Background: an optimization exercise with open tools, aiming at small area. Do not read the settings as production practice. Only simulation tests tie the RTL to the original design; equivalence was not proved. Power and IR drop assume default switching activity.

[flow/flow/run.sh]
#!/bin/bash
# Standard layout with smaller port buffers, one tie cell per constant and no
# dummy clock loads. Synthesis is the standard one.
set -euo pipefail
bash standard.sh \
	BUFFER_PORTS_ARGS="-buffer_cell sky130_fd_sc_hd__buf_1" \
	SKIP_REPAIR_TIE_FANOUT=1 \
	CTS_ARGS="-sink_clustering_enable -repair_clock_nets -dont_use_dummy_load" \
	finish > standard_flow.log 2>&1
[flow/constraint.sdc]
create_clock -name core_clock -period 10.0 [get_ports {clock}]
set_input_delay 2.0000 -clock core_clock [delete_from_list [all_inputs] [get_ports {clock}]]
set_output_delay 2.0000 -clock core_clock [all_outputs]
set_load 0.01 [all_outputs]
[flow/design.v]
`default_nettype none
module connect4_top (
	input  logic                 clock,
	input  logic                 reset_n,
	input  logic                 wb_cyc_i,
	input  logic                 wb_stb_i,
	input  logic                 wb_we_i,
	input  logic [2-1:0] wb_adr_i,
	input  logic [8-1:0] wb_dat_i,
	output logic                 wb_ack_o,
	output logic [32-1:0] wb_dat_o,
	input  logic                 pix_ready,
	output logic                 pix_valid,
	output logic [8-1:0]  pix_x,
	output logic [7-1:0]  pix_y,
	output logic [3-1:0] pix_colour
);
	localparam int NC = 7;
	localparam int NR = 7;
	logic       ack_q;
	logic       rd_q;
	logic       move_req;
	logic       new_game;
	logic [2:0] move_col;
	logic       painting;
	logic       req;
	logic       is_move;
	logic       accept;
	assign req     = wb_cyc_i && wb_stb_i && !ack_q;
	assign is_move = wb_we_i && (wb_adr_i == 2'd0);
	assign accept  = req && !(is_move && painting);
	always_ff @(posedge clock) begin
		if (!reset_n) begin
			ack_q    <= 1'b0;
			rd_q     <= 1'b0;
			move_req <= 1'b0;
			new_game <= 1'b0;
		end else begin
			ack_q    <= accept;
			rd_q     <= accept && !wb_we_i && (wb_adr_i == 2'd2);
			move_req <= accept && is_move;
			new_game <= accept && wb_we_i && (wb_adr_i == 2'd1) && (wb_dat_i == 8'd1);
		end
	end
	always_ff @(posedge clock) begin
		if (!ack_q && !painting)
			move_col <= wb_dat_i[2:0] | {3{|wb_dat_i[7:3]}};
	end
	logic              clr;
	logic [5:0]        moves;
	logic [7:0]        illegal;
	logic              go_q;
	logic              go;
	logic              ty;           
	logic [NC-1:0][2:0] h;           
	logic [NC-1:0][NR-1:0] occ;
	logic [NC-1:0][NR-1:0] cb;       
	logic [NC-1:0][NR-1:0] same;
	logic [NC-1:0]     en;           
	logic [2:0]        h_sel;
	logic              try;
	logic              legal;
	logic              place;
	logic              bad;
	logic              clr_h;
	logic              pend;
	assign clr = !reset_n || new_game;
	assign clr_h = !reset_n || ((new_game || pend) && !painting);
	always_ff @(posedge clock) begin
		pend <= reset_n && (new_game || pend) && painting;
	end
	assign ty  = moves[0];
	assign try = move_req && !go_q;
	for (genvar c = 0; c < NC; c++) begin : gen
		assign en[c] = try && (move_col == 3'(c)) && !(&h[c]);
	end
	assign legal = |en;
	assign place = legal;
	assign bad   = move_req && !legal;
	always_comb begin
		h_sel = '0;
		for (int c = 0; c < NC; c++)
			h_sel = h_sel | ({3{move_col == 3'(c)}} & h[c]);
	end
	function automatic logic [7:0] inc8(input logic [7:0] q, input logic e);
		logic t;
		t = e;
		for (int i = 0; i < 8; i++) begin
			inc8[i] = q[i] ^ t;
			t = t & q[i];
		end
	endfunction
	always_ff @(posedge clock) begin
		logic [7:0] m;
		m       = inc8({2'b00, moves}, place);
		moves   <= clr ? 6'd0 : m[5:0];
		illegal <= clr ? 8'd0 : inc8(illegal, bad);
	end
	for (genvar c = 0; c < NC; c++) begin : gcol
		always_ff @(posedge clock) begin
			h[c][0] <= !clr_h && (h[c][0] ^ en[c]);
			h[c][1] <= !clr_h && (h[c][1] ^ (en[c] && h[c][0]));
			h[c][2] <= !clr_h && (h[c][2] ^ (en[c] && h[c][0] && h[c][1]));
		end
		for (genvar r = 0; r < NR; r++) begin : gcell
			assign occ[c][r] = (h[c] > 3'(r));
			always_ff @(posedge clock) begin
				if (!occ[c][r])
					cb[c][r] <= ty;
			end
			assign same[c][r] = cb[c][r] ^ ty;
		end
	end
	logic pv;       
	logic       busy;
	logic [3:0] off;
	logic chk;      
	logic hit;
	function automatic logic run4(input logic [6:0] x, input int n);
		case (n)
			4: run4 = x[0] & x[1] & x[2] & x[3];
			5: run4 = x[1] & x[2] & x[3] & (x[0] | x[4]);
			6: run4 = x[2] & x[3] & ((x[0] & x[1]) | (x[1] & x[4]) | (x[4] & x[5]));
			default: run4 = x[3] & ((x[1] & x[2] & (x[0] | x[4])) | (x[4] & x[5] & (x[2] | x[6])));
		endcase
	endfunction
	logic [27:0][6:0] lv;
	logic [27:0]      l1;           
	logic [27:0]      l0;           
	logic             hit0;
	logic             hit1;
	for (genvar i = 0; i < 7; i++) begin : gline
		localparam int S   = i - 3;
		localparam int LEN = 7 - (S < 0 ? -S : S);
		localparam int SH  = S < 0 ? -S : 0;
		for (genvar k = 0; k < 7; k++) begin : gk
			assign lv[i][k]     = cb[k][i];
			assign lv[7 + i][k] = cb[i][k];
			if (k + S >= 0 && k + S < 7) begin : gd
				assign lv[14 + i][k - SH] = cb[k + S][k];
				assign lv[21 + i][k - SH] = cb[k + S][6 - k];
			end
			if (k >= LEN) begin : gz
				assign lv[14 + i][k] = 1'b0;
				assign lv[21 + i][k] = 1'b0;
			end
		end
		assign l1[i]      = run4(lv[i], 7);
		assign l1[7 + i]  = run4(lv[7 + i], 7);
		assign l1[14 + i] = run4(lv[14 + i], LEN);
		assign l1[21 + i] = run4(lv[21 + i], LEN);
		assign l0[i]      = run4(~lv[i], 7);
		assign l0[7 + i]  = run4(~lv[7 + i], 7);
		assign l0[14 + i] = run4(~lv[14 + i], LEN);
		assign l0[21 + i] = run4(~lv[21 + i], LEN);
	end
	assign hit1 = |l1;
	assign hit0 = |l0;
	assign hit = ty ? hit0 : hit1;
	assign chk = busy && (off == 4'd0) && !pend;
	assign go  = go_q || (chk && hit);
	always_ff @(posedge clock) begin
		if (clr)
			go_q <= 1'b0;
		else
			go_q <= go;
	end
	logic       pcol;
	always_ff @(posedge clock) begin
		if (!reset_n) begin
			pv   <= 1'b0;
			busy <= 1'b0;
			off  <= '0;
		end else begin
			pv  <= place;
			if (pv)
				busy <= 1'b1;
			else if (busy && pix_ready && off == 4'hf)
				busy <= 1'b0;
			if (busy && pix_ready)
				off <= off + 1'b1;
		end
	end
	always_ff @(posedge clock) begin
		if (move_req) begin
			pcol <= ty;
		end
	end
	assign painting   = busy || pv;
	assign pix_valid  = busy;
	assign pix_x      = {3'b000, move_col, off[1:0]};
	assign pix_y      = {2'b00, ~h_sel, off[3:2]};
	assign pix_colour = pcol ? 3'b001 : 3'b100;
	logic [19:0] status;
	assign status = {illegal, moves, go, painting, ty, !ty, go && !ty, go && ty};
	assign wb_ack_o = ack_q;
	assign wb_dat_o = rd_q ? {12'b0, status} : '0;
endmodule
`default_nettype wire
[flow/config.mk]
export PLATFORM = sky130hd
export DESIGN_NAME = connect4_top
export DESIGN_NICKNAME = connect4_top
export VERILOG_FILES = /design/flow/design.v
export SDC_FILE = /design/flow/constraint.sdc
export NUM_CORES = 4
export LEC_CHECK = 0
export CAP_MARGIN = 20
export CORE_MARGIN = 2
export CORE_UTILIZATION = 80
export SLEW_MARGIN = 20
[flow/standard.sh]
#!/bin/bash
# synth_recipe.tcl (not shown) runs the flow's synth.tcl, then flattens the netlist and writes it again
# the make line also repeats each setting of config.mk as NAME=value (left out here)
make -C /OpenROAD-flow-scripts/flow DESIGN_CONFIG=/design/flow/config.mk WORK_HOME=/design/flow/orfs CLKGATE_MAP_FILE= SYNTH_SCRIPT=/design/flow/synth_recipe.tcl "${@:-finish}"
==> summary.txt, run 1 <==
Synthesis:
- Yosys instantiated no cell more often than edfxtp_1.
- The prevailing post-synth register cell is edfxtp_1.
- The library cell with the largest summed area after synthesis is edfxtp_1.
- The post-synthesis cell type count is 59.
- Synthesis produced a netlist with a net count of 643.
- The area of the mapped netlist is 0.005588 mm^2.
- The share of synthesized area in the top cell type comes to 0.2848.
- A synthesized cell averages 9.329 um^2.
- The yosys synthesis warning count is 1.
- The commonest cells after synthesis are edfxtp_1 (53), nand2_1 (52), nor2_1 (48), dfxtp_1 (47), and2_1 (44).
- After synthesis, the share of flip-flops with an asynchronous set or reset is 0.
- The fraction of the yosys area taken by sequential cells is 0.4532.
- The synthesized design contains 100 register bits.
- Counting flops with a built-in enable in the synthesized netlist gives 53.
- By area the synthesized netlist is led by edfxtp_1 (28%), dfxtp_1 (17%), ha_1 (6.3%).
- The synthesized instance count is 599.

Place:
- In this run, placement finished with an instance count of 685.
- The quantity of I/O buffers inserted on ports is 49.
- The final RePlAce weighted congestion is 1.075.
- The setup slack after placement is 5666 ps.
- Detailed placement finished with a half-perimeter wire length of 10590 um.

Detailed routing:
- The final layout contains routed wiring with a total length of 15440 um.
- The per-cell routed wire length is 22.25 um.
- For this block, the via count after detailed routing is 4864.
- The first TritonRoute pass finished after 8 iterations.
- The per-cell via count in the routed design is 7.009.
- In this run the remaining antenna-violating nets after routing total 0.
- The DRC marker count from the first detailed-route iteration is 722.
- The number of design rule violations left after detail routing is 0.

Clocking:
- The post-cts hold buffer count is 0.
- The H-tree generated during clock tree synthesis spans 3 levels.
- Clock-pin slew was measured on the worst setup and hold paths at 100 ps.
- The number of gates resized after CTS was 0.
- The later pin in the worst-skew pair is clocked with a latency of 360 ps.
- The number of buffers added by the clock tree synthesis step is 9.
- The tree built by TritonCTS fans out to 100 sinks.
- TritonCTS built the clock tree.
- The clock tree root buffer cell is clkbuf_8.
- The setup fix buffers added after clock tree synthesis is 0.
- The largest buffer count on any clock path is 2.

Timing:
- At the pin with the least slew margin, the transition time is 919.9 ps.
- The final clock period utilization by the worst path is 0.4847.
- The upper clock frequency limit is 0.2063 GHz.
- The worst clock skew on the final layout is 20.47 ps.
- After layout, the worst setup slack is 5153 ps.
- In the final timing run, aggregate negative setup slack is 0 ps.
- The max-slew violation count came to 0.
- The hold violation total from the final report is 0.
- Setup repair after global routing left no endpoint under its margin.
- Setup violations remaining at the end of the flow were counted as 0.
- For the finished layout, the period the worst path requires is 4847 ps.
- Headroom to the max-slew limit came out at 0.3781.

Critical path:
- The destination of the worst register-to-register timing path is illegal[6].
- The register-to-register setup slack is 6150 ps.
- The signal on the critical path passes through o21ai_0 > a21boi_0 > o21ai_0 > o2111ai_1 > nor4_2 > nor4b_1 > buf_1.
- Along the worst path, the maximum fanout reaches 14.
- The most used cell along the critical path is o21ai_0.
- The worst setup path is captured at an output pin.
- Data on the critical path is required at its endpoint by 8000 ps.
- Data arrives at the worst endpoint at 2850 ps.
- The setup path with the least slack is of type register to output pin.
- The launching element of the worst setup path is cb[29].
- In this design, the stage delay of the slowest critical-path cell is 700 ps.
- The end of the critical path is wb_dat_o[0].
- The nature of the critical path startpoint is a register.
- The cell at the slowest stage of the critical path is nor4_2.
- Counting cells, the worst reg-to-reg path comes to 13.
- The worst register-to-register path begins at move_col[2].

Outcome:
- The flow ran to the end and the layout has no timing, DRC or antenna violations.

Global route:
- The number of global-route vias before repair is 4737.
- For this run, the total global-route usage over all layers was measured as 0.4323.
- Entering global routing, the biggest net connects 58 pins.
- The initial antenna violation count was 0.
- Summed over all layers, the global routing overflow is 0.
- The first global-routing pass estimated 24890 um of wire.

Layout:
- Relative to the synthesized area, the layout overhead comes to 1.254%.
- In the final design database the tool counted 644 nets.
- In the final layout, the share of cells above drive strength 1 is 0.03679.
- The number of antenna diodes in the final layout is 0.
- Once layout is complete, the cells apart from fillers number 694.

Worst hold path:
- In this run the most critical hold path is launched from move_req.
- The path class of the tightest hold or removal check is register to register.

Flow run:
- The number of max-capacitance violations reported is 0.

Pwr:
- The power per unit of standard cell area is 114.3 mW/mm^2.
- Across the VDD grid, the largest voltage drop is 0.09592 mV.
- For this design the static power due to leakage is 2.176 nW.

Die:
- Pin placement for this block handled 68 I/O pins.
- The die is 87.58 um tall.
- Row generation in the floorplan step produced 30 rows.
- The starting density of the core is 0.8225.
- The area enclosed by the die boundary is 0.007669 mm^2.
- The core region is 0.006794 mm^2.
- The horizontal die dimension is 87.58 um.
[worst max-delay path, delay by kind of cell (launching register included)]
| kind | cells | cell delay, ps |
|---|---|---|
| AND/OR/NAND/NOR | 2 | 850 |
| flip-flops | 1 | 630 |
| AO/OA/AOI/OAI | 4 | 790 |
| buffers and inverters | 1 | 190 |
[layout by cell type (no fill, tap or decap), types with 6 or more instances in the layout]
master	netlist	layout
a21boi_0	10	10
a21oi_1	35	35
and2_1	44	44
buf_1	0	49
clkbuf_8	2	9
dfxtp_1	47	47
edfxtp_1	53	53
ha_1	28	28
inv_1	16	16
nand2_1	52	52
nand3_1	29	29
nor2_1	48	48
nor3_1	25	25
o211ai_1	6	6
o21ai_0	43	43
o21bai_1	7	7
xnor2_1	11	11
[where the power goes]
group	internal (mW)	switching [mW]
logic	0.00322	0.00924
registers	0.428	0.00149
clock network	0.0810	0.124
total	0.512	0.135
[routing by layer]
| layer | part of all wire | vias up | global-route usage |
|---|---|---|---|
| met5 | 0 | - | 0 |
| met4 | 0.072 | 0 | 0.2671 |
| met3 | 0.11 | 117 | 0.1037 |
| met2 | 0.47 | 408 | 0.7018 |
| met1 | 0.34 | 2214 | 0.5217 |
| li1 | - | 2125 | - |
[logic make-up (layout without fill, tap and decap cells)]
family / Yosys count / after routing / share of synthesized area
mux: 6 / 6 / 0.01545
buf+inv: 76 / 75 / 0.07613
other cells: 1 / 1 / 0.0006711
simple gates: 236 / 236 / 0.2176
xor+xnor: 11 / 11 / 0.01724
flops: 100 / 100 / 0.4532
fa+ha+maj: 28 / 28 / 0.06270
compound gates: 141 / 141 / 0.1570
[sequential cells by signal (all words and copies together), names as in the netlist]
signal	cells
ack_q	1
busy	1
cb	49
go_q	1
h	21
illegal	8
move_col	3
move_req	1
moves	6
new_game	1
off	4
pcol	1
pend	1
pv	1
rd_q	1
[layout make-up]
cell class	instances	area (um^2)
Fill cell	345	1136
Tap cell	96	120.1
Clock buffer	9	123.9
Inverter	16	60.06
Timing Repair Buffer	50	191.4
Multi-Input combinational cell	423	2630
Sequential cell	100	2532
[through the flow]
step / total power, mW / hold WS (ps) / utilization / instance area, um^2
6_report: 0.6469 / 531.7 / 0.8328 / 5658
5_1_grt: 0.6617 / 541.0 / 0.8328 / 5658
4_1_cts: 0.6479 / 532.8 / 0.8328 / 5658
3_5_place_dp: 0.4509 / 499.3 / 0.8145 / 5534
3_3_place_gp: 0.4501 / 463.6 / 0.8145 / 5534
2_1_floorplan: 0.4513 / 450.1 / - / 5588
[worst min path at each step]
stage | to | slack (ps) | depth (start not counted)
finish | pcol | 530 | 0
global placement | busy | 460 | 2
global route | pcol | 540 | 0
floorplan | busy | 450 | 2
CTS | pcol | 530 | 0
detailed placement | pcol | 500 | 0
==> run 2, diff against run 1 <==
--- a/flow/config.mk
+++ b/flow/config.mk
@@ -8,4 +8,4 @@
 export CAP_MARGIN = 20
 export CORE_MARGIN = 2
-export CORE_UTILIZATION = 80
+export CORE_UTILIZATION = 70
 export SLEW_MARGIN = 20
==> summary.txt, run 2 <==
Die:
- The starting density of the core is 0.7231 (-0.09935).
- The number of placement rows is 32 (+6.7%).
- The number of top-level pins came to 68 (unchanged).
- The overall die height is 93.35 um (+6.6%).
- The area of the core is 0.007727 mm^2 (+14%).
- The horizontal die dimension is 93.35 um (+6.6%).
- The area enclosed by the die boundary was 0.008713 mm^2 (+14%).

Clocking:
- The post-cts hold buffer count is 0 (unchanged).
- The largest buffer count on any clock path is 2 (unchanged).
- The source-to-sink clock delay at the later pin of the worst-skew pair is 370 ps (about the same).
- The clock edge transition at the registers on the reported setup and hold paths is 90 ps (about the same).
- The setup fix buffers added after clock tree synthesis is 0 (unchanged).
- The clock tree root buffer cell is clkbuf_8.
- The maximum level of the CTS H-tree was 3 (unchanged).
- The number of buffers added by the clock tree synthesis step is 9 (unchanged).
- The CTS tree is done.
- The count of clock tree sinks was 100 (unchanged).
- The post-CTS resize count is 0 (unchanged).

Layout:
- The fraction of layout cells with a size suffix above 1 is 0.03679 (unchanged).
- The number of filler cells placed in the layout is 468 (+36%).
- The number of flip-flops under the largest register name is 49 (unchanged).
- The layout overhead on the synthesized area is 1.388%.
- The post-layout net count was 644 (unchanged).
- The diode insertion count for antenna repair is 0 (unchanged).
- In the layout the commonest cells are edfxtp_1 (53), nand2_1 (52), buf_1 (49), nor2_1 (48), dfxtp_1 (47).
- The largest registers in the layout are cb (49), h (21), illegal (8).
- The library cell used most frequently in the layout, excluding fill and tap cells, is edfxtp_1.
- Ranked by flip-flop count, first place goes to cb.

Global route:
- The global-route usage over all layers is 0.4150 (-0.01737).
- The largest net degree at the start of global routing came to 55 (-5.2%).
- The met3 track utilization from global routing is 0.06366 (-0.04002).
- The met1 layer usage reported by global route was 0.4924 (-0.02924).
- The number of global-route vias before repair is 4923 (+3.9%).
- The busiest metal layer after global routing is met2.
- The global-route congestion overflow total is 0 (unchanged).
- The initial antenna violation count is 0 (unchanged).
- The global-route wire length before repair is 27020 um (+8.6%).
- The global routing met2 resource utilization is 0.6829 (-0.01894).

Worst hold path:
- In this run the worst hold path is classified as register to register.

Synthesis:
- The synthesis-stage register bit count is 100 (unchanged).
- The synthesized instance count is 599 (unchanged).
- The most used flip-flop cell after synthesis is edfxtp_1.
- The most frequent cell after synthesis is edfxtp_1.
- The post-synthesis net count is 643 (unchanged).
- The share of Yosys cell area claimed by the top area cell type is 0.2848 (unchanged).
- The fraction of the yosys area taken by sequential cells was 0.4532 (unchanged).
- Ranked by total cell area, the synthesized netlist is headed by edfxtp_1 (28%), dfxtp_1 (17%), ha_1 (6.3%).
- The area of the mapped netlist is 0.005588 mm^2 (unchanged).
- The post-synthesis cell type count was 59 (unchanged).
- The post-synthesis average cell area is 9.329 um^2 (unchanged).
- The number of enable-type register cells in the synthesized netlist is 53 (unchanged).
- After synthesis, the most frequently instantiated cells are edfxtp_1 (53), nand2_1 (52), nor2_1 (48), dfxtp_1 (47), and2_1 (44).
- Of all cell types, the one taking the most synthesized area is edfxtp_1.
- The share of flip-flops with an asynchronous set or reset after synthesis is 0 (unchanged).
- The yosys synthesis warning count is 1 (unchanged).

Timing:
- The clock period minus final worst setup slack came to 4908 ps (+61.48 ps).
- The max-slew violation count is 0 (unchanged).
- Setup repair after global routing left no endpoint under its margin.
- The final number of setup-violating endpoints is 0 (unchanged).
- The worst clock skew on the final layout was 27.25 ps (+6.778 ps).
- The total negative slack is 0 ps (unchanged).
- The hold violation total from the final report is 0 (unchanged).
- The pin slew with the least headroom to its limit is 732.9 ps (-187.0 ps).
- The upper clock frequency limit came to 0.2037 GHz (-1.3%).
- The final clock period utilization by the worst path is 0.4908 (+0.006148).
- The relative slew slack is 0.5073 (+0.1292).

Critical path:
- The largest stage delay on the critical path is 730 ps (+30 ps).
- The worst setup path is launched from a register.
- The register-to-register setup slack came to 6210 ps (+60 ps).
- Broken down by cell family, the worst path's largest delay share belongs to simple AND/OR/NAND/NOR gates.
- The data arrival time of the critical path was 2910 ps (+60 ps).
- The maximum fanout along the worst path is 18 (+4).
- Walking the worst path, the cells encountered are a22oi_1 > nand2_1 > o211ai_1 > or4_1 > nor4_2 > nor3_1 > buf_1.
- The worst path buffer plus inverter count is 1 (unchanged).
- The critical setup path kind is register to output pin.
- On the critical path, the stage with the largest delay is an instance of edfxtp_1.
- The sort of element at the end of the critical path is an output pin.
- The critical path data required time was 8000 ps (about the same).

Pwr:
- The power per unit of standard cell area came to 114.4 mW/mm^2 (about the same).
- The worst ir drop on vdd is 0.1256 mV (+31%).
- The leakage component of the power came to 2.176 nW (unchanged).
- The total power consumption of the routed design is 648.2 uW (+0.19%).

Detailed routing:
- The per-cell routed wire length is 24.29 um (+9.2%).
- The DRC marker count from the first detailed-route iteration is 802 (+11%).
- The number of design rule violations left after detail routing is 0 (unchanged).
- The final wirelength came to 17000 um (+10%).
- The overall via count from detail_route is 4987 (+2.5%).
- The number of optimization iterations in the first detailed-route pass came to 6 (-2).
- The final antenna-violating net count is 0 (unchanged).
- The per-cell via count in the routed design is 7.124 (+1.6%).

Place:
- The placed wire-length estimate is 11130 um (+5.1%).
- The final RePlAce weighted congestion is 1.067 (-0.70%).
- The quantity of I/O buffers inserted on ports is 49 (unchanged).

Outcome:
- The run finished with no timing, DRC or antenna violations.

Flow run:
- The number of max-capacitance violations reported is 0 (unchanged).
run 2: logic make-up after synthesis:
group / after synthesis / synth area share
compound gates: 141 / 0.1570
xor+xnor: 11 / 0.01724
fa+ha+maj: 28 / 0.06270
buf+inv: 76 / 0.07613
flops: 100 / 0.4532
mux: 6 / 0.01545
other cells: 1 / 0.0006711
simple gates: 236 / 0.2176
run 2: layout make-up:
cell class,count,area [um^2],area share
Clock buffer,9,123.9,0.02186
Inverter,16,60.06,0.01060
Multi-Input combinational cell,423,2630,0.4642
Sequential cell,100,2532,0.4470
Tap cell,102,127.6,0.02253
Timing Repair Buffer,50,191.4,0.03379
run 2: final timing paths:
kind,start,to,cells past startpoint
hold reg to reg,move_req,pcol,0
hold / removal,move_req,pcol,0
setup reg to reg,move_col[2],illegal[6],13
setup / recovery,cb[32],wb_dat_o[5],7
run 2: stage by stage:
stage	cell area (um^2)	std cells	setup WS (ps)	hold slack, ps	utilization
6_report	5665	700	5092	510.6	0.7332
5_1_grt	5665	700	4950	521.1	0.7332
4_1_cts	5665	700	5167	504.4	0.7332
3_5_place_dp	5542	691	5617	483.8	0.7171
3_3_place_gp	5542	691	5658	465.2	0.7171
2_1_floorplan	5588	599	5914	450.1	-
run 2: metal layers:
layer  up-vias  wire [um]
met4         0       1334
met1      2235       5745
met2       492       8095
li1       2121          -
met3       139       1824
met5         -          0
run 2: report_power, final:
group          switching [mW]  internal [mW]
logic                  0.0101        0.00323
clock network           0.124         0.0810
registers             0.00160          0.428
run 2: worst register-to-register path, cell delays in order (launching register included):
cell      delay (ps)
edfxtp_1         630
and3b_1          320
and3_1           220
nor4_1           380
nor4b_2          530
and2_1           230
ha_1             160
ha_1             140
ha_1             160
ha_1             170
ha_1             190
ha_1             160
ha_1             240
and2_1           170
==> run 3, diff against run 2 <==
--- a/flow/design.v
+++ b/flow/design.v
@@ -56,10 +56,11 @@
 	logic [NC-1:0][NR-1:0] occ;
 	logic [NC-1:0][NR-1:0] cb;       
-	logic [NC-1:0][NR-1:0] same;
 	logic [NC-1:0]     en;           
 	logic [2:0]        h_sel;
+	logic [2:0]        h_nxt;
 	logic              try;
 	logic              legal;
 	logic              place;
+	logic              pv;           
 	logic              bad;
 	logic              clr_h;
@@ -78,4 +79,5 @@
 	assign place = legal;
 	assign bad   = move_req && !legal;
+	assign h_nxt = clr_h ? 3'd0 : h_sel + 1'b1;
 	always_comb begin
 		h_sel = '0;
@@ -99,21 +101,17 @@
 	for (genvar c = 0; c < NC; c++) begin : gcol
 		always_ff @(posedge clock) begin
-			h[c][0] <= !clr_h && (h[c][0] ^ en[c]);
-			h[c][1] <= !clr_h && (h[c][1] ^ (en[c] && h[c][0]));
-			h[c][2] <= !clr_h && (h[c][2] ^ (en[c] && h[c][0] && h[c][1]));
+			if (clr_h || en[c])
+				h[c] <= h_nxt;
 		end
 		for (genvar r = 0; r < NR; r++) begin : gcell
 			assign occ[c][r] = (h[c] > 3'(r));
 			always_ff @(posedge clock) begin
-				if (!occ[c][r])
-					cb[c][r] <= ty;
+				if (pv || clr_h)
+					cb[c][r] <= !clr_h && occ[c][r] && !cb[c][r];
 			end
-			assign same[c][r] = cb[c][r] ^ ty;
 		end
 	end
-	logic pv;       
 	logic       busy;
 	logic [3:0] off;
-	logic chk;      
 	logic hit;
 	function automatic logic run4(input logic [6:0] x, input int n);
@@ -127,7 +125,4 @@
 	logic [27:0][6:0] lv;
 	logic [27:0]      l1;           
-	logic [27:0]      l0;           
-	logic             hit0;
-	logic             hit1;
 	for (genvar i = 0; i < 7; i++) begin : gline
 		localparam int S   = i - 3;
@@ -150,12 +145,7 @@
 		assign l1[14 + i] = run4(lv[14 + i], LEN);
 		assign l1[21 + i] = run4(lv[21 + i], LEN);
-		assign l0[i]      = run4(~lv[i], 7);
-		assign l0[7 + i]  = run4(~lv[7 + i], 7);
-		assign l0[14 + i] = run4(~lv[14 + i], LEN);
-		assign l0[21 + i] = run4(~lv[21 + i], LEN);
 	end
-	assign hit1 = |l1;
-	assign hit0 = |l0;
-	assign hit = ty ? hit0 : hit1;
+	assign hit = |l1;
+	logic chk;
 	assign chk = busy && (off == 4'd0) && !pend;
 	assign go  = go_q || (chk && hit);
==> summary.txt, run 3 <==
Outcome:
- The flow ran to the end and the layout has no timing, DRC or antenna violations.

Global route:
- The initial antenna violation count was 0 (unchanged).
- The global-route congestion overflow total came to 0 (unchanged).
- The global-route usage over all layers came to 0.3027 (-0.1123).
- The number of global-route vias before repair is 3569 (-28%).
- The largest net degree at the start of global routing is 50 (-9.1%).
- The global-route wire length before repair was 17820 um (-34%).

Timing:
- The hold violation total from the final report is 0 (unchanged).
- The clock period minus final worst setup slack is 4541 ps (-367.4 ps).
- The final clock period utilization by the worst path is 0.4541 (-0.03674).
- The relative slew slack was 0.4882 (-0.01916).
- The final number of setup-violating endpoints was 0 (unchanged).
- The pin slew with the least headroom to its limit was 760.8 ps (+27.83 ps).
- Setup repair after global routing left no endpoint under its margin.
- The total negative slack is 0 ps (unchanged).
- The minimum setup slack in the final design was 5459 ps (+367.4 ps).
- The hold slack is 520.3 ps (+9.786 ps).
- The upper clock frequency limit is 0.2202 GHz (+8.1%).
- The worst clock skew on the final layout is 25.30 ps (-1.952 ps).
- The max-slew violation count is 0 (unchanged).

Layout:
- The fraction of layout cells with a size suffix above 1 is 0.03792 (+0.001135).
- The number of filler cells placed in the layout came to 468 (unchanged).
- The largest registers in the layout are cb (49), h (21), illegal (8).
- The post-route core utilization is 0.7647 (+0.03150).
- cb holds more flip-flops than any other register.
- The most common library cell in the layout ignoring fill and taps is edfxtp_1.
- The top cell types in the final layout, fill and taps aside, are edfxtp_1 (74), buf_1 (49), nand2_1 (47), nor3_1 (44), nor2_1 (32).
- From synthesis to final layout, the design area changed by 4.117%.
- The diode insertion count for antenna repair was 0 (unchanged).
- The area of all placed cells without fillers is 0.005253 mm^2 (-7.3%).
- The post-layout net count came to 534 (-17%).
- The number of flip-flops under the largest register name is 49 (unchanged).

Place:
- The quantity of I/O buffers inserted on ports came to 49 (unchanged).
- The placed wire-length estimate was 8312 um (-25%).
- The final RePlAce weighted congestion is 0.9932 (-6.9%).
- The total placed instance area is 0.005124 mm^2 (-7.5%).
- The setup slack after placement came to 5713 ps (+95.96 ps).

Pwr:
- The power per unit of standard cell area is 140.8 mW/mm^2 (+23%).
- The leakage component of the power is 1.910 nW (-12%).
- The worst ir drop on vdd is 0.09249 mV (-26%).

Clocking:
- The count of clock tree sinks is 100 (unchanged).
- The post-cts hold buffer count is 0 (unchanged).
- The largest buffer count on any clock path is 2 (unchanged).
- The number of buffers added by the clock tree synthesis step is 9 (unchanged).
- The maximum level of the CTS H-tree is 3 (unchanged).
- The CTS tree is done.
- The source-to-sink clock delay at the later pin of the worst-skew pair is 360 ps (about the same).
- Clock tree synthesis selected as its root buffer the cell clkbuf_8.
- The clock edge transition at the registers on the reported setup and hold paths came to 90 ps (about the same).
- The post-CTS resize count is 0 (unchanged).
- The setup fix buffers added after clock tree synthesis is 0 (unchanged).

Synthesis:
- The post-synthesis cell type count came to 55 (-6.8%).
- The post-synthesis average cell area came to 10.47 um^2 (+12%).
- The prevailing post-synth register cell is edfxtp_1.
- The share of Yosys cell area claimed by the top area cell type is 0.4405 (+0.1557).
- The fraction of the yosys area taken by sequential cells came to 0.5437 (+0.09045).
- The library cell with the largest summed area after synthesis is edfxtp_1.
- The synthesis-stage register bit count is 100 (unchanged).
- The share of flip-flops with an asynchronous set or reset after synthesis is 0 (unchanged).
- The number of enable-type register cells in the synthesized netlist came to 74 (+40%).
- The post-synthesis net count is 513 (-20%).
- In the post-synthesis netlist, the biggest area contributors are edfxtp_1 (44%), dfxtp_1 (10%), nor3_1 (4.4%).
- The yosys synthesis warning count came to 1 (unchanged).
- The most common cell in the synthesized netlist is edfxtp_1.
- The area of the mapped netlist came to 0.005045 mm^2 (-9.7%).
- The synthesized instance count is 482 (-20%).
- The commonest cells after synthesis are edfxtp_1 (74), nand2_1 (47), nor3_1 (44), nor2_1 (32), and2_1 (30).

Die:
- The area of the core came to 0.006869 mm^2 (-11%).
- The number of placement rows was 30 (-6.3%).
- The overall die height is 88.90 um (-4.8%).
- The number of top-level pins is 68 (unchanged).
- The starting density of the core was 0.7344 (+0.01130).
- The horizontal die dimension came to 88.90 um (-4.8%).
- The area enclosed by the die boundary is 0.007902 mm^2 (-9.3%).

Critical path:
- The sort of element at the end of the critical path is an output pin.
- The nature of the critical path startpoint is a register.
- The largest stage delay on the critical path was 700 ps (-30 ps).
- The data arrival time of the critical path came to 2540 ps (-370 ps).
- Walking the worst path, the cells encountered are o21ai_0 > a21boi_0 > o21ai_1 > nand4_1 > nor4_1 > a211oi_1 > buf_1.
- The critical path is of the register to output pin type.
- The maximum fanout along the worst path is 8 (-10).
- The critical path data required time was 8000 ps (about the same).
- The cell at the slowest stage of the critical path is nor4_1.

Detailed routing:
- The number of optimization iterations in the first detailed-route pass came to 5 (-1).
- The overall via count from detail_route is 3997 (-20%).
- The per-cell via count in the routed design is 6.695 (-6.0%).
- The DRC marker count from the first detailed-route iteration is 463 (-42%).
- The per-cell routed wire length is 19.23 um (-21%).
- The final wirelength is 11480 um (-32%).
- The number of design rule violations left after detail routing was 0 (unchanged).
- The final antenna-violating net count is 0 (unchanged).

Flow run:
- The number of max-capacitance violations reported came to 0 (unchanged).

Worst hold path:
- The worst hold path belongs to the class register to register.
==> run 3: cell types whose count changed after synthesis, sizes merged, moves of 8 or more <==
cell    previous run  this run
dfxtp             47        26
edfxtp            53        74
o21ai             45        25
nor3              25        44
a21oi             35        19
nor2              48        32
buf               41        26
and2              44        30
ha                28        15
inv               16         7
nor3b              1         9
==> run 3: metal layers <==
metal | wire (um) | track usage
met5 | 0 | 0
met4 | 387 | 0.1405
met3 | 1156 | 0.06556
met2 | 5189 | 0.4464
met1 | 4743 | 0.4335
==> run 3: worst paths after layout <==
| kind | from | endpoint | slack, ps | cells after the start |
|---|---|---|---|---|
| max | cb[33] | wb_dat_o[0] | 5460 | 7 |
| min | move_req | pcol | 520 | 0 |
| max reg2reg | move_col[0] | illegal[6] | 6850 | 13 |
| min reg2reg | move_req | pcol | 520 | 0 |
==> run 3: cell type report <==
type                    instances  area (um^2)  share of cell area
well taps                      96        120.1             0.02287
multi-input cells             335         2048              0.3899
clock buffers                   9        123.9             0.02358
repair buffers                 50        191.4             0.03645
inverters                       7        26.28            0.005002
flip-flops and latches        100         2743              0.5222
==> run 3: report_power, final <==
group / switching (mW) / leakage [nW] / internal [mW]
combinational: 0.0304 / 0.888 / 0.0183
sequential: 0.0283 / 0.957 / 0.462
clock: 0.119 / 0.0647 / 0.0810
total: 0.178 / 1.91 / 0.562
==> run 3: critical path: cells and delay by family (launching register included) <==
kind | cells | cell delay (ps)
buffers and inverters | 1 | 170
AOI/OAI and AO/OA | 4 | 660
and+or+nand+nor | 2 | 820
DFF | 1 | 530
==> run 3: logic make-up (layout without fill, tap and decap cells) <==
group / after synthesis / count (layout) / synth area share
buffers and inverters: 47 / 66 / 0.05283
adder cells (fa/ha/maj): 15 / 15 / 0.03720
multiplexers: 6 / 6 / 0.01736
AO/OA/AOI/OAI: 93 / 93 / 0.1240
flip-flops: 100 / 100 / 0.5437
AND/OR/NAND/NOR: 215 / 215 / 0.2155
XOR/XNOR: 5 / 5 / 0.008680
other: 1 / 1 / 0.0007433
==> run 3: stage by stage <==
stage / power [mW] / std cells
finish: 0.7394 / 597
global route: 0.7613 / 597
CTS: 0.7371 / 597
detailed placement: 0.5461 / 588
global placement: 0.5445 / 588
floorplan: 0.5300 / 482
==> run 4, diff against run 3 <==
--- a/flow/design.v
+++ b/flow/design.v
@@ -56,4 +56,5 @@
 	logic [NC-1:0][NR-1:0] occ;
 	logic [NC-1:0][NR-1:0] cb;       
+	logic [NC-1:0][NR-1:0] tgt;      
 	logic [NC-1:0]     en;           
 	logic [2:0]        h_sel;
@@ -62,5 +63,4 @@
 	logic              legal;
 	logic              place;
-	logic              pv;           
 	logic              bad;
 	logic              clr_h;
@@ -80,4 +80,8 @@
 	assign bad   = move_req && !legal;
 	assign h_nxt = clr_h ? 3'd0 : h_sel + 1'b1;
+	logic [NR-1:0] row;
+	for (genvar r = 0; r < NR; r++) begin : grow
+		assign row[r] = (h_sel == 3'(r));
+	end
 	always_comb begin
 		h_sel = '0;
@@ -106,10 +110,12 @@
 		for (genvar r = 0; r < NR; r++) begin : gcell
 			assign occ[c][r] = (h[c] > 3'(r));
+			assign tgt[c][r] = en[c] && row[r];
 			always_ff @(posedge clock) begin
-				if (pv || clr_h)
-					cb[c][r] <= !clr_h && occ[c][r] && !cb[c][r];
+				if (place)
+					cb[c][r] <= tgt[c][r] || (occ[c][r] && !cb[c][r]);
 			end
 		end
 	end
+	logic pv;       
 	logic       busy;
 	logic [3:0] off;
@@ -147,13 +153,11 @@
 	end
 	assign hit = |l1;
-	logic chk;
-	assign chk = busy && (off == 4'd0) && !pend;
-	assign go  = go_q || (chk && hit);
 	always_ff @(posedge clock) begin
 		if (clr)
 			go_q <= 1'b0;
-		else
-			go_q <= go;
+		else if (pv && hit)
+			go_q <= 1'b1;
 	end
+	assign go = go_q;
 	logic       pcol;
 	always_ff @(posedge clock) begin
==> summary.txt, run 4 <==
Clocking:
- The clock edge transition at the registers on the reported setup and hold paths is 80 ps (about the same).
- The count of clock tree sinks came to 100 (unchanged).
- The post-CTS resize count was 0 (unchanged).
- The clock tree root buffer cell is clkbuf_8.
- The number of buffers added by the clock tree synthesis step is 9 (unchanged).
- The post-cts hold buffer count was 0 (unchanged).
- The setup fix buffers added after clock tree synthesis came to 0 (unchanged).
- The maximum level of the CTS H-tree was 3 (unchanged).
- The largest buffer count on any clock path came to 2 (unchanged).
- The source-to-sink clock delay at the later pin of the worst-skew pair came to 360 ps (about the same).
- The CTS tree is done.

Layout:
- The most common library cell in the layout ignoring fill and taps is edfxtp_1.
- The area growth from synthesis to layout is 4.484%.
- The library cells used most frequently in the layout, excluding fill and tap cells, are edfxtp_1 (74), nand2_1 (50), buf_1 (49), o22ai_1 (43), nand3_1 (32).
- The largest registers in the layout are cb (49), h (21), illegal (8).
- The diode insertion count for antenna repair came to 0 (unchanged).
- Ranked by flip-flop count, first place goes to cb.
- The number of standard cells in the final layout excluding fillers is 613 (+2.7%).
- The number of flip-flops under the largest register name is 49 (unchanged).
- The post-layout net count is 550 (+3.0%).
- The number of filler cells placed in the layout came to 525 (+12%).
- The fraction of layout cells with a size suffix above 1 came to 0.05642 (+0.01850).

Synthesis:
- By count the netlist is led by edfxtp_1 (74), nand2_1 (50), o22ai_1 (43), nand3_1 (32), and2_1 (31).
- The library cell with the largest summed area after synthesis is edfxtp_1.
- The yosys synthesis warning count is 1 (unchanged).
- The synthesis-stage register bit count came to 100 (unchanged).
- The post-synthesis average cell area was 10.68 um^2 (+2.0%).
- In the post-synthesis netlist, the biggest area contributors are edfxtp_1 (43%), dfxtp_1 (10%), o22ai_1 (5.2%).
- The post-synthesis net count is 520 (+1.4%).
- In the synthesized netlist the dominant register cell turns out to be edfxtp_1.
- The share of Yosys cell area claimed by the top area cell type is 0.4282 (-0.01232).
- The share of flip-flops with an asynchronous set or reset after synthesis was 0 (unchanged).
- The fraction of the yosys area taken by sequential cells came to 0.5284 (-0.01520).
- The post-synthesis cell type count was 60 (+9.1%).
- The most frequent cell after synthesis is edfxtp_1.
- The synthesized instance count is 486 (+0.83%).
- The number of enable-type register cells in the synthesized netlist is 74 (unchanged).
- The area of the mapped netlist is 0.005190 mm^2 (+2.9%).

Global route:
- The met1 layer usage reported by global route is 0.4619 (+0.02841).
- The largest net degree at the start of global routing is 51 (+2.0%).
- The busiest metal layer after global routing is met2.
- The number of global-route vias before repair came to 3939 (+10%).
- The met3 track utilization from global routing was 0.08382 (+0.01826).
- The global routing met2 resource utilization is 0.4912 (+0.04482).
- The global-route usage over all layers is 0.3333 (+0.03057).
- The initial antenna violation count is 0 (unchanged).
- The global-route congestion overflow total was 0 (unchanged).
- The global-route wire length before repair is 21080 um (+18%).

Pwr:
- The leakage component of the power is 1.949 nW (+2.0%).
- The power per unit of standard cell area came to 126.3 mW/mm^2 (-10%).
- The total power consumption of the routed design is 685.0 uW (-7.4%).
- The worst ir drop on vdd is 0.1420 mV (+54%).

Place:
- The placed wire-length estimate is 9502 um (+14%).
- The final RePlAce weighted congestion is 0.9907 (-0.25%).
- The placed instance count was 604 (+2.7%).
- The quantity of I/O buffers inserted on ports was 49 (unchanged).
- The setup slack after placement is 6179 ps (+466.0 ps).

Flow run:
- The number of max-capacitance violations reported is 0 (unchanged).

Timing:
- Setup repair after global routing left no endpoint under its margin.
- The pin slew with the least headroom to its limit came to 639.1 ps (-121.7 ps).
- The upper clock frequency limit is 0.2389 GHz (+8.5%).
- The relative slew slack is 0.5731 (+0.08492).
- The final number of setup-violating endpoints is 0 (unchanged).
- The worst clock skew on the final layout is 36.69 ps (+11.39 ps).
- The minimum setup slack in the final design came to 5815 ps (+355.4 ps).
- The hold violation total from the final report is 0 (unchanged).
- The final clock period utilization by the worst path was 0.4185 (-0.03554).
- The max-slew violation count was 0 (unchanged).
- The total negative slack is 0 ps (unchanged).
- The clock period minus final worst setup slack came to 4185 ps (-355.4 ps).

Die:
- The area of the core was 0.007214 mm^2 (+5.0%).
- The overall die height was 90.11 um (+1.4%).
- The starting density of the core came to 0.7194 (-0.01504).
- The number of placement rows is 31 (+3.3%).
- The horizontal die dimension came to 90.11 um (+1.4%).
- The number of top-level pins came to 68 (unchanged).
- The area enclosed by the die boundary was 0.008119 mm^2 (+2.7%).

Detailed routing:
- The final wirelength came to 12950 um (+13%).
- The final antenna-violating net count is 0 (unchanged).
- The DRC marker count from the first detailed-route iteration is 658 (+42%).
- The per-cell routed wire length was 21.13 um (+9.9%).
- The number of optimization iterations in the first detailed-route pass is 6 (+1).
- The number of design rule violations left after detail routing is 0 (unchanged).
- The per-cell via count in the routed design is 6.781 (+1.3%).
- The overall via count from detail_route is 4157 (+4.0%).

Critical path:
- The signal on the critical path passes through and2b_1 > a22o_1 > a22oi_1 > o21ai_0 > inv_1 > buf_1.
- The largest stage delay on the critical path was 600 ps (-100 ps).
- The nature of the critical path startpoint is a register.
- The maximum fanout along the worst path is 10 (+2).
- The critical path data required time came to 8000 ps (about the same).
- The sort of element at the end of the critical path is an output pin.
- The data arrival time of the critical path is 2190 ps (-350 ps).
- By startpoint and endpoint, the worst setup path is classified as register to output pin.
- The largest individual stage delay along the critical path comes from the cell edfxtp_1.

Worst hold path:
- In this run the worst hold path is classified as register to register.

Outcome:
- The flow ran to the end and the layout has no timing, DRC or antenna violations.
[run 4: cell count changes after synthesis, moves of 4 or more]
cell	change
clkbuf_1	-7
nor3_1	-35
nand3_1	+8
nor2_1	-7
o32ai_1	+7
nor3b_1	-7
inv_1	+7
a21oi_1	-4
o22ai_1	+38
[run 4: final timing paths]
kind	startpoint	to	slack [ps]	cells past startpoint
worst max register to register	move_col[1]	illegal[7]	6420	15
worst min register to register	illegal[7]	illegal[7]	520	2
worst min-delay path	illegal[7]	illegal[7]	520	2
worst max-delay path	move_col[1]	pix_y[2]	5810	6
[run 4: where the power goes]
part	leakage [nW]	internal, mW	switching (mW)
Clock	0.0647	0.0810	0.119
Sequential	0.905	0.448	0.00983
Combinational	0.979	0.00989	0.0174
[run 4: logic make-up (layout without fill, tap and decap cells)]
group,count (synthesis),in the layout,share of synthesized area
buf+inv,45,73,0.04990
other cells,1,1,0.0007225
simple gates,191,191,0.2011
flops,100,100,0.5284
mux,6,6,0.01663
xor+xnor,4,4,0.006750
compound gates,121,121,0.1531
fa+ha+maj,18,18,0.04340
[run 4: worst max-delay path: cells and delay by family, from the launching register on]
family / cells / cell delay (ps)
compound gates: 3 / 640
buf+inv: 2 / 330
flops: 1 / 600
simple gates: 1 / 280
[run 4: per-layer routing]
metal / vias up / part of all wire
met1: 1913 / 0.38
met5: - / 0
li1: 1868 / -
met4: 0 / 0.043
met2: 323 / 0.45
met3: 53 / 0.13
[run 4: cell type report]
cell class                      count  area (um^2)  share of cell area
Timing Repair Buffer               50        191.4             0.03530
Sequential cell                   100         2743              0.5058
Clock buffer                        9        123.9             0.02284
Tap cell                           99        123.9             0.02284
Multi-Input combinational cell    341         2188              0.4036
Inverter                           14        52.55            0.009691
[run 4: per-stage QoR]
| step | hold slack (ps) | utilization | instance area (um^2) |
|---|---|---|---|
| after global routing | 561.8 | 0.7516 | 5423 |
| final | 517.8 | 0.7516 | 5423 |
| after CTS | 522.8 | 0.7516 | 5423 |
| after floorplan | 465.2 | - | 5190 |
| after detailed placement | 499.7 | 0.7345 | 5299 |
| after global placement | 482.0 | 0.7345 | 5299 |
==> run 5, diff against run 4 <==
--- a/flow/design.v
+++ b/flow/design.v
@@ -53,39 +53,37 @@
 	logic              go;
 	logic              ty;           
-	logic [NC-1:0][2:0] h;           
+	logic [NC-1:0][2:0] g;           
 	logic [NC-1:0][NR-1:0] occ;
 	logic [NC-1:0][NR-1:0] cb;       
-	logic [NC-1:0][NR-1:0] tgt;      
 	logic [NC-1:0]     en;           
-	logic [2:0]        h_sel;
-	logic [2:0]        h_nxt;
+	logic [2:0]        g_sel;
+	logic [2:0]        g_nxt;
 	logic              try;
 	logic              legal;
 	logic              place;
+	logic              pv;           
 	logic              bad;
 	logic              clr_h;
 	logic              pend;
+	logic              clr_d;
 	assign clr = !reset_n || new_game;
 	assign clr_h = !reset_n || ((new_game || pend) && !painting);
 	always_ff @(posedge clock) begin
-		pend <= reset_n && (new_game || pend) && painting;
+		pend  <= reset_n && (new_game || pend) && painting;
+		clr_d <= clr_h;
 	end
 	assign ty  = moves[0];
 	assign try = move_req && !go_q;
+	assign legal = try && (move_col != 3'd7) && (g_sel != 3'd0);
+	assign place = legal;
 	for (genvar c = 0; c < NC; c++) begin : gen
-		assign en[c] = try && (move_col == 3'(c)) && !(&h[c]);
+		assign en[c] = place && (move_col == 3'(c));
 	end
-	assign legal = |en;
-	assign place = legal;
 	assign bad   = move_req && !legal;
-	assign h_nxt = clr_h ? 3'd0 : h_sel + 1'b1;
-	logic [NR-1:0] row;
-	for (genvar r = 0; r < NR; r++) begin : grow
-		assign row[r] = (h_sel == 3'(r));
-	end
+	assign g_nxt = clr_h ? 3'd7 : g_sel - 1'b1;
 	always_comb begin
-		h_sel = '0;
+		g_sel = '0;
 		for (int c = 0; c < NC; c++)
-			h_sel = h_sel | ({3{move_col == 3'(c)}} & h[c]);
+			g_sel = g_sel | ({3{move_col == 3'(c)}} & g[c]);
 	end
 	function automatic logic [7:0] inc8(input logic [7:0] q, input logic e);
@@ -106,16 +104,14 @@
 		always_ff @(posedge clock) begin
 			if (clr_h || en[c])
-				h[c] <= h_nxt;
+				g[c] <= g_nxt;
 		end
 		for (genvar r = 0; r < NR; r++) begin : gcell
-			assign occ[c][r] = (h[c] > 3'(r));
-			assign tgt[c][r] = en[c] && row[r];
+			assign occ[c][r] = (g[c] < 3'(NR - r));
 			always_ff @(posedge clock) begin
-				if (place)
-					cb[c][r] <= tgt[c][r] || (occ[c][r] && !cb[c][r]);
+				if (pv || clr_d)
+					cb[c][r] <= occ[c][r] && !cb[c][r];
 			end
 		end
 	end
-	logic pv;       
 	logic       busy;
 	logic [3:0] off;
@@ -153,11 +149,13 @@
 	end
 	assign hit = |l1;
+	logic chk;
+	assign chk = busy && (off == 4'd0) && !pend;
+	assign go  = go_q || (chk && hit);
 	always_ff @(posedge clock) begin
 		if (clr)
 			go_q <= 1'b0;
-		else if (pv && hit)
-			go_q <= 1'b1;
+		else
+			go_q <= go;
 	end
-	assign go = go_q;
 	logic       pcol;
 	always_ff @(posedge clock) begin
@@ -184,5 +182,5 @@
 	assign pix_valid  = busy;
 	assign pix_x      = {3'b000, move_col, off[1:0]};
-	assign pix_y      = {2'b00, ~h_sel, off[3:2]};
+	assign pix_y      = {2'b00, g_sel, off[3:2]};
 	assign pix_colour = pcol ? 3'b001 : 3'b100;
 	logic [19:0] status;
==> summary.txt, run 5 <==
Outcome:
- The flow ran to the end and the layout has no timing, DRC or antenna violations.

Timing:
- The max-slew violation count was 0 (unchanged).
- The final clock period utilization by the worst path came to 0.4283 (+0.009716).
- The worst clock skew on the final layout was 34.55 ps (-2.138 ps).
- The pin slew with the least headroom to its limit is 682.9 ps (+43.82 ps).
- The clock period minus final worst setup slack is 4283 ps (+97.16 ps).
- The relative slew slack is 0.5438 (-0.02927).
- The total negative slack is 0 ps (unchanged).
- The upper clock frequency limit is 0.2335 GHz (-2.3%).
- The final number of setup-violating endpoints was 0 (unchanged).
- The hold violation total from the final report came to 0 (unchanged).
- Setup repair after global routing left no endpoint under its margin.

Die:
- The horizontal die dimension was 87.61 um (-2.8%).
- The starting density of the core is 0.7203 (+0.0008682).
- The number of placement rows came to 30 (-3.2%).
- The area of the core is 0.006794 mm^2 (-5.8%).
- The area enclosed by the die boundary was 0.007676 mm^2 (-5.5%).
- The overall die height is 87.61 um (-2.8%).
- The number of top-level pins is 68 (unchanged).

Global route:
- The global-route congestion overflow total is 0 (unchanged).
- The largest net degree at the start of global routing is 50 (-2.0%).
- The number of global-route vias before repair is 3337 (-15%).
- The global-route wire length before repair is 16730 um (-21%).
- The initial antenna violation count is 0 (unchanged).
- The global-route usage over all layers is 0.2917 (-0.04161).

Synthesis:
- The post-synthesis net count is 479 (-7.9%).
- The most used flip-flop cell after synthesis is edfxtp_1.
- The number of enable-type register cells in the synthesized netlist came to 74 (unchanged).
- The post-synthesis cell type count is 54 (-10%).
- The post-synthesis average cell area came to 10.95 um^2 (+2.5%).
- The synthesized instance count is 447 (-8.0%).
- The fraction of the yosys area taken by sequential cells was 0.5646 (+0.03611).
- The biggest area contributor in the post-synthesis netlist is edfxtp_1.
- The synthesis-stage register bit count is 101 (+1.0%).
- edfxtp_1 is the most common cell in the netlist.
- After synthesis, the cell types taking the most area are edfxtp_1 (45%), dfxtp_1 (11%), ha_1 (4.1%).
- The share of Yosys cell area claimed by the top area cell type is 0.4541 (+0.02595).
- In the synthesized netlist, the cells that appear most often are edfxtp_1 (74), nand2_1 (43), nor2_1 (35), and2_1 (29), dfxtp_1 (27).
- The share of flip-flops with an asynchronous set or reset after synthesis is 0 (unchanged).
- The area of the mapped netlist is 0.004893 mm^2 (-5.7%).
- The yosys synthesis warning count was 1 (unchanged).

Place:
- The final RePlAce weighted congestion is 0.9658 (-2.5%).
- The total placed instance area is 0.004967 mm^2 (-6.3%).
- The quantity of I/O buffers inserted on ports is 49 (unchanged).
- The placed wire-length estimate came to 7792 um (-18%).

Critical path:
- The number of cells on the worst reg-to-reg path is 18 (+3).
- The critical path in this run is classified as register to output pin.
- The destination of the worst register-to-register timing path is illegal[6].
- STA classifies the critical path endpoint as an output pin.
- The register-to-register setup slack came to 5970 ps (-450 ps).
- The maximum fanout along the worst path was 10 (unchanged).
- The startpoint of the most critical register-to-register path is move_col[1].
- The critical path goes through o21ai_2 > nand2_1 > a222oi_1 > a21boi_1 > nor4_4 > nor3_1 > buf_1.
- The critical path data required time came to 8000 ps (about the same).
- The largest stage delay on the critical path is 550 ps (-50 ps).
- The nature of the critical path startpoint is a register.
- In this design, the largest share of critical-path delay is due to compound AO/OA/AOI/OAI gates.
- The data arrival time of the critical path is 2280 ps (+90 ps).
- The largest individual stage delay along the critical path comes from the cell edfxtp_1.
- The worst path buffer plus inverter count is 1 (-1).

Clocking:
- The clock edge transition at the registers on the reported setup and hold paths was 90 ps (about the same).
- The post-cts hold buffer count came to 0 (unchanged).
- The number of buffers added by the clock tree synthesis step is 9 (unchanged).
- The CTS tree is done.
- The post-CTS resize count was 0 (unchanged).
- The tree is rooted in a clkbuf_8.
- The source-to-sink clock delay at the later pin of the worst-skew pair is 360 ps (about the same).
- The maximum level of the CTS H-tree was 3 (unchanged).
- The count of clock tree sinks is 101 (+1.0%).
- The setup fix buffers added after clock tree synthesis is 0 (unchanged).
- The largest buffer count on any clock path came to 2 (unchanged).

Layout:
- The most common library cell in the layout ignoring fill and taps is edfxtp_1.
- The number of filler cells placed in the layout was 479 (-8.8%).
- The largest registers in the layout are cb (49), g (21), illegal (8).
- The number of flip-flops under the largest register name is 49 (unchanged).
- In the layout the commonest cells are edfxtp_1 (74), buf_1 (49), nand2_1 (43), nor2_1 (35), and2_1 (29).
- The register bank with the most flops is cb.
- The post-layout net count is 502 (-8.7%).
- The area of all placed cells without fillers is 0.005094 mm^2 (-6.1%).
- The fraction of layout cells with a size suffix above 1 came to 0.04274 (-0.01369).
- The diode insertion count for antenna repair is 0 (unchanged).
- The layout overhead on the synthesized area is 4.091%.

Pwr:
- The leakage component of the power is 1.830 nW (-6.1%).
- The power per unit of standard cell area came to 141.2 mW/mm^2 (+12%).
- The fraction of power spent switching nets came to 0.2272 (+0.01338).
- The worst ir drop on vdd is 0.08530 mV (-40%).
- The clock power share is 0.278 (-0.014).
- The combinational fraction of design power came to 0.050 (+0.010).
- The internal portion of total power was 555.8 uW (+3.2%).
- The net switching power of the design is 163.5 uW (+12%).
- The sequential power share is 0.671 (+0.003).

Detailed routing:
- The per-cell via count in the routed design is 6.298 (-7.1%).
- The DRC marker count from the first detailed-route iteration is 266 (-60%).
- The final wirelength is 10680 um (-18%).
- The number of design rule violations left after detail routing is 0 (unchanged).
- The overall via count from detail_route is 3552 (-15%).
- The number of optimization iterations in the first detailed-route pass is 7 (+1).
- The per-cell routed wire length came to 18.94 um (-10%).
- The final antenna-violating net count was 0 (unchanged).

Worst hold path:
- The origin of the worst min-delay path is move_req.
- The number of cells traversed by the worst hold path was 0 (-2).
- The terminating pin of the worst hold path is pcol.
- The worst min-delay path category is register to register.

Flow run:
- The number of max-capacitance violations reported is 0 (unchanged).
[run 5: cell types whose count changed in the layout (fill, tap and decap cells not counted), moves of 6 or more]
cell,previous run,this run
a31oi_1,5,11
o22ai_1,43,0
o21ai_1,1,8
o32ai_1,7,0
nand2_1,50,43
a211oi_1,0,7
o21a_1,0,6
nor2_1,25,35
nand3_1,32,20
[run 5: power groups by stage]
stage | Clock [mW] | Combinational [mW] | Sequential, mW
2_1_floorplan | 0 | 0.0353 | 0.481
6_report | 0.200 | 0.0362 | 0.483
5_1_grt | 0.216 | 0.0405 | 0.484
3_5_place_dp | 0 | 0.0358 | 0.492
4_1_cts | 0.202 | 0.0360 | 0.482
3_3_place_gp | 0 | 0.0349 | 0.492
[run 5: kinds of logic (layout without fill, tap and decap cells)]
family	Yosys count	count (layout)	synth area share
AOI/OAI and AO/OA	96	96	0.1286
xor gates and xnor gates	4	4	0.007159
adders and majority gates	16	16	0.04091
buffers and inverters	48	69	0.05548
DFF	101	101	0.5646
muxes	6	6	0.01764
other	1	1	0.0007663
and+or+nand+nor	175	175	0.1849
[run 5: how the worst max path moves through the flow]
stage | start | to | slack (ps) | cells after the start
after floorplan | move_col[1] | illegal[6] | 6110 | 19
after CTS | cb[25] | wb_dat_o[1] | 5720 | 7
final | cb[32] | wb_dat_o[1] | 5720 | 7
after global placement | move_col[1] | illegal[6] | 6070 | 18
after detailed placement | move_col[1] | illegal[7] | 5970 | 19
after global routing | cb[29] | wb_dat_o[1] | 5500 | 7
[run 5: area by class of cell]
type,count,area (um^2),share of cell area
Sequential cell,101,2763,0.5424
Multi-Input combinational cell,298,1862,0.3655
Timing Repair Buffer,49,183.9,0.03611
Clock buffer,9,123.9,0.02432
Tap cell,96,120.1,0.02358
Inverter,11,41.29,0.008106
[run 5: worst reg2reg max path: cells and delay by family (launching register included)]
family                   cells  cell delay [ps]
buffers and inverters        2              140
AO/OA/AOI/OAI                2              480
AND/OR/NAND/NOR              4              550
flip-flops                   1              630
multiplexers                 1              430
adder cells (fa/ha/maj)      9             1720
[run 5: metal layers]
metal | global-route usage | share of wire | vias up
met5 | 0 | 0 | -
met4 | 0.1441 | 0.037 | 0
li1 | - | - | 1667
met2 | 0.4690 | 0.48 | 195
met3 | 0.05090 | 0.084 | 39
met1 | 0.3867 | 0.40 | 1651
[run 5: metrics by stage]
stage,worst slack [ps],cells,total power [mW],utilization,hold WS (ps)
global placement,6068,555,0.5266,0.7311,491.0
detailed placement,5967,555,0.5273,0.7311,495.8
floorplan,6105,447,0.5158,-,440.2
finish,5717,564,0.7193,0.7497,494.7
global route,5502,564,0.7407,0.7497,496.4
CTS,5723,564,0.7195,0.7494,485.7
==> run 6, diff against run 5 <==
==> flow/flow/run.sh (replaced) <==
#!/bin/bash
# Standard layout with smaller port buffers, one tie cell per constant, no
# dummy clock loads and gates sized down after floorplan (downsize.tcl).
# Synthesis is the standard one.
set -euo pipefail
bash standard.sh \
	BUFFER_PORTS_ARGS="-buffer_cell sky130_fd_sc_hd__buf_1" \
	SKIP_REPAIR_TIE_FANOUT=1 \
	CTS_ARGS="-sink_clustering_enable -repair_clock_nets -dont_use_dummy_load" \
	POST_FLOORPLAN_TCL="$(pwd)/flow/downsize.tcl" \
	finish > standard_flow.log 2>&1
==> flow/flow/downsize.tcl (new file) <==
# Run after floorplan: synthesis sized some gates up, which the slack at this
# clock period does not need; take each combinational gate down to the
# smallest size of its function. Later repair steps size up again where a
# slew, load or timing limit asks for it.
set db [ord::get_db]
set block [ord::get_db_block]
set n 0
foreach inst [$block getInsts] {
  set m [$inst getMaster]
  if { ![regexp {^(sky130_fd_sc_hd__)([a-z0-9]+)_([0-9]+)$} [$m getName] -> pre fn sz] } {
    continue
  }
  if { [regexp {^(df|edf|sdf|dl|clk|tap|conb|fill|decap|diode|lpflow|buf|ebuf|einv)} $fn] } {
    continue
  }
  set best $m
  foreach s {0 1 2 4} {
    set cand [$db findMaster ${pre}${fn}_$s]
    if { $cand != "NULL" && $cand != "" && [$cand getWidth] < [$best getWidth] } {
      set best $cand
    }
  }
  if { $best != $m } {
    $inst swapMaster $best
    incr n
  }
}
puts "downsize.tcl: $n gates sized down"
==> summary.txt, run 6 <==
Synthesis:
- The mux cell area share after synthesis came to 0.01764 (unchanged).
- The share of the synthesized area in compound gates (AO/OA/AOI/OAI) is 0.1286 (unchanged).
- The biggest area contributor in the post-synthesis netlist is edfxtp_1.
- The fraction of the yosys area taken by sequential cells came to 0.5646 (unchanged).
- The synthesized instance count is 447 (unchanged).
- The area of the mapped netlist is 0.004893 mm^2 (unchanged).
- For this run, the leading register cell type out of synthesis is edfxtp_1.
- The synthesized-area fraction occupied by xor and xnor cells came to 0.007159 (unchanged).
- The post-synthesis net count was 479 (unchanged).
- The share of flip-flops with an asynchronous set or reset after synthesis is 0 (unchanged).
- The yosys synthesis warning count was 1 (unchanged).
- After synthesis, the most frequently instantiated cells are edfxtp_1 (74), nand2_1 (43), nor2_1 (35), and2_1 (29), dfxtp_1 (27).
- The post-synthesis share of cell area spent on and, or, nand and nor gates is 0.1849 (unchanged).
- By area, the combinational part of the netlist is dominated by simple AND/OR/NAND/NOR gates.
- The adder-cell area share of the yosys netlist is 0.04091 (unchanged).
- Ranked by total cell area, the synthesized netlist is headed by edfxtp_1 (45%), dfxtp_1 (11%), ha_1 (4.1%).
- The post-synthesis cell type count is 54 (unchanged).
- The number of enable-type register cells in the synthesized netlist is 74 (unchanged).
- The share of Yosys cell area claimed by the top area cell type is 0.4541 (unchanged).
- The post-synthesis average cell area is 10.95 um^2 (unchanged).
- The synthesis-stage register bit count is 101 (unchanged).
- The most frequent cell after synthesis is edfxtp_1.

Die:
- The overall die height was 87.61 um (unchanged).
- The starting density of the core is 0.7203 (unchanged).
- The horizontal die dimension is 87.61 um (unchanged).
- The number of placement rows is 30 (unchanged).
- The area enclosed by the die boundary was 0.007676 mm^2 (unchanged).
- The number of top-level pins is 68 (unchanged).
- The area of the core came to 0.006794 mm^2 (unchanged).

Timing:
- The total negative slack is 0 ps (unchanged).
- The final number of setup-violating endpoints is 0 (unchanged).
- The pin slew with the least headroom to its limit is 912.9 ps (+230.0 ps).
- The clock period minus final worst setup slack is 4648 ps (+365.6 ps).
- Setup repair after global routing left no endpoint under its margin.
- The hold violation total from the final report is 0 (unchanged).
- The worst clock skew on the final layout is 19.16 ps (-15.39 ps).
- The final clock period utilization by the worst path came to 0.4648 (+0.03656).
- The upper clock frequency limit is 0.2151 GHz (-7.9%).
- The max-slew violation count is 0 (unchanged).
- The hold slack was 469.1 ps (-25.65 ps).
- The relative slew slack is 0.3858 (-0.1580).

Layout:
- The number of standard cells in the final layout excluding fillers is 564 (unchanged).
- The largest registers in the layout are cb (49), g (21), illegal (8).
- The post-layout net count is 502 (unchanged).
- The number of filler cells placed in the layout is 458 (-4.4%).
- The fraction of layout cells with a size suffix above 1 is 0.02991 (-0.01282).
- The diode insertion count for antenna repair is 0 (unchanged).
- The layout overhead on the synthesized area is 3.298%.
- The register bank with the most flops is cb.
- The number of flip-flops under the largest register name is 49 (unchanged).
- The library cell used most frequently in the layout, excluding fill and tap cells, is edfxtp_1.
- The post-route core utilization is 0.7440 (-0.005709).
- The top cell types in the final layout, fill and taps aside, are edfxtp_1 (74), buf_1 (49), nand2_1 (43), nor2_1 (35), and2_1 (29).

Detailed routing:
- The per-cell routed wire length is 18.32 um (-3.2%).
- The per-cell via count in the routed design was 6.378 (+1.3%).
- The DRC marker count from the first detailed-route iteration is 262 (-1.5%).
- The final wirelength is 10340 um (-3.2%).
- The number of optimization iterations in the first detailed-route pass came to 5 (-2).
- The overall via count from detail_route is 3597 (+1.3%).
- The final antenna-violating net count is 0 (unchanged).
- The number of design rule violations left after detail routing is 0 (unchanged).

Pwr:
- The leakage component of the power was 1.822 nW (-0.45%).
- The total power consumption of the routed design is 717.6 uW (-0.24%).
- The worst ir drop on vdd is 0.07016 mV (-18%).
- The power per unit of standard cell area came to 142.0 mW/mm^2 (+0.53%).

Flow run:
- The number of max-capacitance violations reported came to 0 (unchanged).

Global route:
- The initial antenna violation count is 0 (unchanged).
- The global-route congestion overflow total is 0 (unchanged).
- The largest net degree at the start of global routing is 50 (unchanged).
- The number of global-route vias before repair was 3288 (-1.5%).
- The global-route usage over all layers is 0.2852 (-0.006501).
- The global-route wire length before repair came to 16480 um (-1.5%).

Clocking:
- The number of buffers added by the clock tree synthesis step was 9 (unchanged).
- The source-to-sink clock delay at the later pin of the worst-skew pair came to 350 ps (about the same).
- The setup fix buffers added after clock tree synthesis is 0 (unchanged).
- TritonCTS built the clock tree.
- The largest buffer count on any clock path came to 2 (unchanged).
- In this run the clock root is driven by a clkbuf_8.
- The post-cts hold buffer count is 0 (unchanged).
- The post-CTS resize count came to 0 (unchanged).
- The clock edge transition at the registers on the reported setup and hold paths came to 90 ps (about the same).
- The count of clock tree sinks came to 101 (unchanged).
- The maximum level of the CTS H-tree is 3 (unchanged).

Critical path:
- The data arrival time of the critical path is 2650 ps (+370 ps).
- The sort of element at the end of the critical path is an output pin.
- The critical path data required time is 8000 ps (about the same).
- The worst setup path is of the register to output pin kind.
- The maximum fanout along the worst path is 8 (-2).
- The launching element of the worst setup path is cb[29].
- The startpoint of the most critical register-to-register path is move_col[1].
- The nature of the critical path startpoint is a register.

Outcome:
- The flow ran to the end and the layout has no timing, DRC or antenna violations.

Place:
- The final RePlAce weighted congestion is 1.034 (+7.1%).
- The quantity of I/O buffers inserted on ports came to 49 (unchanged).
- The placed instance count is 555 (unchanged).
- The placed wire-length estimate is 7524 um (-3.4%).

Worst hold path:
- The worst min-delay path category is register to register.
- In this run the most critical hold path is launched from move_req.
## run 6: layout make-up
| type | instances | area, um^2 | area share |
|---|---|---|---|
| clock buffer | 9 | 123.9 | 0.02450 |
| inverter | 11 | 41.29 | 0.008168 |
| tap | 96 | 120.1 | 0.02376 |
| multi-input combinational | 298 | 1823 | 0.3606 |
| sequential | 101 | 2763 | 0.5465 |
| timing repair buffer | 49 | 183.9 | 0.03639 |
## run 6: metal layers
layer | vias up | wire (um) | track usage
li1 | 1667 | - | -
met3 | 41 | 901 | 0.05278
met2 | 208 | 4899 | 0.4539
met1 | 1681 | 4125 | 0.3761
met5 | - | 0 | 0
met4 | 0 | 409 | 0.1497
## run 6: cells by family (layout without fill, tap and decap cells)
| kind of cell | Yosys count | in the layout |
|---|---|---|
| buffers and inverters | 48 | 69 |
| muxes | 6 | 6 |
| adders and majority gates | 16 | 16 |
| AOI/OAI and AO/OA | 96 | 96 |
| xor gates and xnor gates | 4 | 4 |
| and+or+nand+nor | 175 | 175 |
| other | 1 | 1 |
| DFF | 101 | 101 |
## run 6: report_power, final
part           internal, mW  switching [mW]  leakage [nW]  total [mW]
clock                0.0811           0.120        0.0647       0.201
combinational        0.0121          0.0222         0.848      0.0343
sequential            0.462          0.0202         0.909       0.482
## run 6: critical path, stage by stage (launching register included)
cell       delay [ps]
edfxtp_1          510
o21ai_0           200
nand2_1           100
a311oi_1          300
o2111ai_1         150
nor4_1            770
nor2_1            110
buf_1             160
## run 6: worst paths after layout
path | cells past startpoint | end | slack [ps]
hold / removal | 0 | pcol | 470
setup reg to reg | 18 | illegal[6] | 5860
hold reg to reg | 0 | pcol | 470
setup / recovery | 7 | wb_dat_o[0] | 5350
## run 6: stage by stage
| stage | instance area (um^2) | worst slack [ps] |
|---|---|---|
| finish | 5055 | 5352 |
| global route | 5055 | 5113 |
| CTS | 5052 | 5362 |
| detailed placement | 4928 | 5750 |
| global placement | 4928 | 5837 |
| floorplan | 4893 | 6105 |

[afterwards: timing with drivers on the ports]
In the flow no input, the clock included, has a driving cell. The finished layouts below were timed again as built, in two steps. Step 1 sets driving cells, clkbuf_16 on the clock port and buf_2 on the other inputs (assumed; they add their load-dependent delay and slew). Step 2 adds t to the input delays and takes it off the output delays; t is the mean of the earliest and latest rising clock arrival at the registers after step 1. Input paths then give back, and output paths get back, about the clock's delay inside the block. a / b / c = ideal / step 1 / step 2; a / b = the first two.
| run | shift t [ns] | setup slack, ns | pins driven straight from the clock port |
|---|---|---|---|
| run 1 | 0.393 | 5.153 / 5.118 / 5.511 | 1 |
| run 2 | 0.387 | 5.092 / 5.063 / 5.449 | 1 |
| run 3 | 0.380 | 5.459 / 5.427 / 5.807 | 1 |
| run 4 | 0.380 | 5.815 / 5.781 / 6.161 | 1 |
| run 5 | 0.377 | 5.717 / 5.688 / 5.967 | 1 |
| run 6 | 0.377 | 5.352 / 5.320 / 5.697 | 1 |
After both steps every run listed still meets setup and hold.
